From an optimization exercise on the open Yosys and OpenROAD flow, aimed at small area, a short achievable clock period and few clock cycles; shortcuts taken in it are not production practice.
Where RTL was checked, it was by simulation tests only, not by an equivalence proof against the original.

Setup of run 1:
==> flow/design.v (excerpt) <==
module quad_photodiode_stepper_centering (
    input  logic                              aclk,
    input  logic                              aresetn,
    input  logic                              s_tvalid,
    output logic                              s_tready,
    input  logic [qpsc_pkg::IN_DATA_W-1:0]    s_tdata,   
    input  logic                              s_tuser,   
    output logic                              m_tvalid,
    input  logic                              m_tready,
    output logic [qpsc_pkg::OUT_DATA_W-1:0]   m_tdata,   
    input  logic                              cfg_we,
    input  logic [qpsc_pkg::CFG_IDX_W-1:0]    cfg_index,
    input  logic [qpsc_pkg::CFG_W-1:0]        cfg_wdata
);
Settings: LEC_CHECK=0, CAP_MARGIN=20, CORE_MARGIN=2, CORE_UTILIZATION=60, CTS_CLUSTER_DIAMETER=200, CTS_CLUSTER_SIZE=24, SLEW_MARGIN=60, SYNTH_HIERARCHICAL=1, SYNTH_MINIMUM_KEEP_SIZE=0; clock period 12.5 ns.
run.sh (not shown) runs the stock make flow with config.mk's settings and CLKGATE_MAP_FILE= SYNTH_SCRIPT=/design/flow/synth_recipe.tcl, a recipe that flattens the netlist after the stock synthesis.
Testbench counts of run 1, summed over its fixed seeds: cycles 32,256.
What run 2 does differently from run 1 at the input level:
Settings: a change of CTS_CLUSTER_DIAMETER from 200 to 150; a change of CORE_UTILIZATION from 60 to 70; a change of CTS_CLUSTER_SIZE from 24 to 20.
## What came out
- On global-route usage: run 2 sits above run 1.
- Run 2 ended with less instance count after placement with tap cells included than run 1.
- The type of the setup path with the least slack comes out in2reg in one run and reg2out in the other, namely in run 1 and run 2 respectively.
- Run 2 reached the final stage; the timing, design-rule and antenna checks on its layout passed.
#### Input delta (run 3 over run 2)
Settings: SLEW_MARGIN: 60 -> 50.
Results
On worst slew margin relative to its limit: between run 3 and run 2, it ends up lower for run 3.
Run 3 -> run 2: final count of pins violating max slew delta 0, exact match
Run 2 → run 3: final wirelength now sits at about the same level, sequential share of layout area shows no meaningful change.
Run 3 against run 2: fraction of area in multi-input gates ~0 delta; maximum operating frequency stayed essentially flat; wire length of the first global-routing pass now larger.
[compare] base=run 2 new=run 3: max-capacitance violation count ~0 delta, synthesis-to-layout area growth -0.40 points.
What run 4 does differently from run 3 at the input level:
Settings: ABC_AREA newly set to 1; SLEW_MARGIN changed from 50 to 60; CORE_UTILIZATION changed from 70 to 60.
Notes after the runs:
Every run in the comparison, run 3 and run 4, completed the flow with a clean layout.
Changes observed in run 4 relative to run 3: routed length on met3 up about 22%; via count went up; first-pass GRT wire length went up by about 26%.
Of run 3 and run 4, the run reporting the higher number of antenna violations at the first check in global routing was run 3.
[compare] base=run 3 new=run 4: clock buffer count increased 2, die span in y increased 14%, cell depth of the worst flop-to-flop path increased 5.
What run 5 does differently from run 4 at the input level:
Settings: swapping 150 for 200 in CTS_CLUSTER_DIAMETER; swapping 20 for 24 in CTS_CLUSTER_SIZE; clearing ABC_AREA, which used to be 1; swapping 60 for 70 in CORE_UTILIZATION.
## What came out
[compare] base=run 4 new=run 5: vias per cell increased about 17%; layout overhead on the synthesized area increased 0.30 points; layout buffer count excluding clock buffers increased about 1.8%; maximum clock skew at final layout increased 18 ps.
Number of antenna cells inserted: run 5 vs run 4 identical
[run 5] multi-input gate share of total cell area rose 1.1 points relative to run 4

* * *

quad_photodiode_stepper_centering, a different RTL version from the one above (not shown whole).
Size: about 2500 cells after synthesis, roughly 98 I/O pins.
clock: 12.5 ns
lec_check: 0
cap_margin: 20
core_margin: 2
core_utilization: 40
slew_margin: 60
synth_hierarchical: 1
synth_minimum_keep_size: 0
Change:
SLEW_MARGIN = 20   (was 60)
First-iteration DRC count is about the same.
Via count went down by 0.49%.
Design area drops by 0.49%.
No run of this note included a check of the RTL's function; only the layout flow was run.

* * *

quad_photodiode_stepper_centering, a different RTL version from the one above (not shown whole).
Size in the first run: ~2600 cells after synthesis, roughly 0.025 sq mm of cells after synthesis.
make LEC_CHECK=0 CAP_MARGIN=20 CORE_MARGIN=2 CORE_UTILIZATION=40 SLEW_MARGIN=20 SYNTH_HIERARCHICAL=1 SYNTH_MINIMUM_KEEP_SIZE=0 finish   # period 12.5 ns
The first run went through all stages and came out clean.
Testbench counts at the start, summed over its fixed seeds: cycles 32,256.
Then changed:
SLEW_MARGIN = 60   (was 20)
=> First-iteration DRC count is higher by 13%; setup slack gets better by 0.091 ns; sequential share of layout area is about the same; non-clock buffer count came out higher by 4; synthesized area is unchanged.

* * *

quad_photodiode_stepper_centering, a different RTL version from the one above (not shown whole).
Size in the first run: roughly 98 I/O pins.
clock: 12.5 ns
lec_check: 0
cap_margin: 20
core_margin: 2
core_utilization: 60
cts_cluster_size: 30
slew_margin: 60
synth_hierarchical: 1
synth_minimum_keep_size: 0
The first run completed with no timing, DRC or antenna violations.
Edit:
--- a/flow/config.mk
+++ b/flow/config.mk
@@ -10,3 +10,4 @@
 export CORE_UTILIZATION = 60
-export CTS_CLUSTER_SIZE = 30
+export CTS_BUF_LIST = sky130_fd_sc_hd__clkbuf_8
+export CTS_CLUSTER_SIZE = 24
 export SLEW_MARGIN = 60
After rerunning: Routed wire length is higher by 0.55%. Design area barely changes. Cell count rises by 1.0%. Synthesized area is unchanged. Clock-buffer cell count goes up by 16. Setup slack is better by 0.054 ns. First-iteration DRC count increases by 9.0%.
No run of this note included a check of the RTL's function; only the layout flow was run.

* * *

quad_photodiode_stepper_centering with an RTL version that a note above also has.
Size in the first run: about 98 I/O pins, about 25,000 sq um of cells after synthesis.
export LEC_CHECK = 0
export CAP_MARGIN = 20
export CORE_MARGIN = 2
export CORE_UTILIZATION = 60
export CTS_CLUSTER_DIAMETER = 150
export CTS_CLUSTER_SIZE = 20
export SLEW_MARGIN = 80
export SYNTH_HIERARCHICAL = 1
export SYNTH_MINIMUM_KEEP_SIZE = 0
create_clock -name core_clock -period 12.5 [get_ports {aclk}]
The baseline ran to the end with no violations.
Testbench counts at the start, summed over its fixed seeds: cycles 32,256.
Next try:
- SLEW_MARGIN: 80 -> 60
Cell area is lower by about 6%.
Die area does not change.
Sequential cell count is unchanged.
Area after synthesis stays the same.
Setup slack gains 0.023 ns.
Clock skew hardly moves.
Next try:
- CORE_UTILIZATION: 60 -> 70
- SLEW_MARGIN: 60 -> 70
Cell count went down by 2.4%.
Die area went down by 14%.
Design area went up by 0.60%.

-- afterwards: timing with drivers on the ports --
In the flow no input, the clock included, has a driving cell. The finished layouts below were timed again as built, in two steps.
Step 1 sets driving cells, clkbuf_16 on the clock port and buf_2 on the other inputs (assumed; they add their load-dependent delay and slew).
Step 2, shift: input delay + t, output delay - t, t = (earliest + latest rising clock arrival at the registers) / 2. This alone moves slack from input paths to output paths.
Slacks: no drivers / after step 1 / after step 2; pairs: no drivers / after step 1.
| run | t (ns) | setup slack, ns | worst setup path after step 2 | clock arrival spread, ns | slew at the worst register clock pin (ns) |
|---|---|---|---|---|---|
| run 1 | 0.540 | 8.358 / 8.339 / 7.848 | input to register | 0.022 / 0.023 | 0.11 / 0.11 |
| run 2 | 0.560 | 8.377 / 8.322 / 7.859 | input to register | 0.020 / 0.020 | 0.10 / 0.10 |
| run 3 | 0.554 | 8.372 / 8.319 / 7.867 | input to register | 0.029 / 0.030 | 0.10 / 0.10 |
| run 4 | 0.585 | 8.164 / 8.201 / 7.616 | input to register | 0.030 / 0.030 | 0.10 / 0.10 |
| run 5 | 0.547 | 8.356 / 8.333 / 7.838 | input to register | 0.048 / 0.048 | 0.12 / 0.12 |
| the first run of note 2 | 0.585 | 6.289 / 6.308 / 5.722 | input to register | 0.014 / 0.015 | 0.06 / 0.06 |
| the second run of note 2 | 0.604 | 6.345 / 6.366 / 5.762 | input to register | 0.030 / 0.030 | 0.06 / 0.06 |
| the first run of note 3 | 0.595 | 7.625 / 7.625 / 7.070 | input to register | 0.025 / 0.025 | 0.06 / 0.06 |
| the second run of note 3 | 0.600 | 7.716 / 7.751 / 7.151 | input to register | 0.018 / 0.018 | 0.06 / 0.06 |
| the first run of note 4 | 0.627 | 8.184 / 8.213 / 7.587 | input to register | 0.028 / 0.029 | 0.07 / 0.07 |
| the second run of note 4 | 0.665 | 8.238 / 8.208 / 7.602 | input to register | 0.038 / 0.039 | 0.07 / 0.07 |
| the first run of note 5 | 0.567 | 8.325 / 8.325 / 7.835 | input to register | 0.028 / 0.027 | 0.10 / 0.10 |
| the second run of note 5 | 0.563 | 8.348 / 8.299 / 7.830 | input to register | 0.026 / 0.026 | 0.09 / 0.09 |
| the third run of note 5 | 0.554 | 8.360 / 8.329 / 7.836 | input to register | 0.021 / 0.020 | 0.09 / 0.09 |
After both steps every run listed still meets setup and hold. The setup slack of the second run of note 4, which loses most, moves by -0.030 ns with the drivers and by -0.636 ns with both steps.
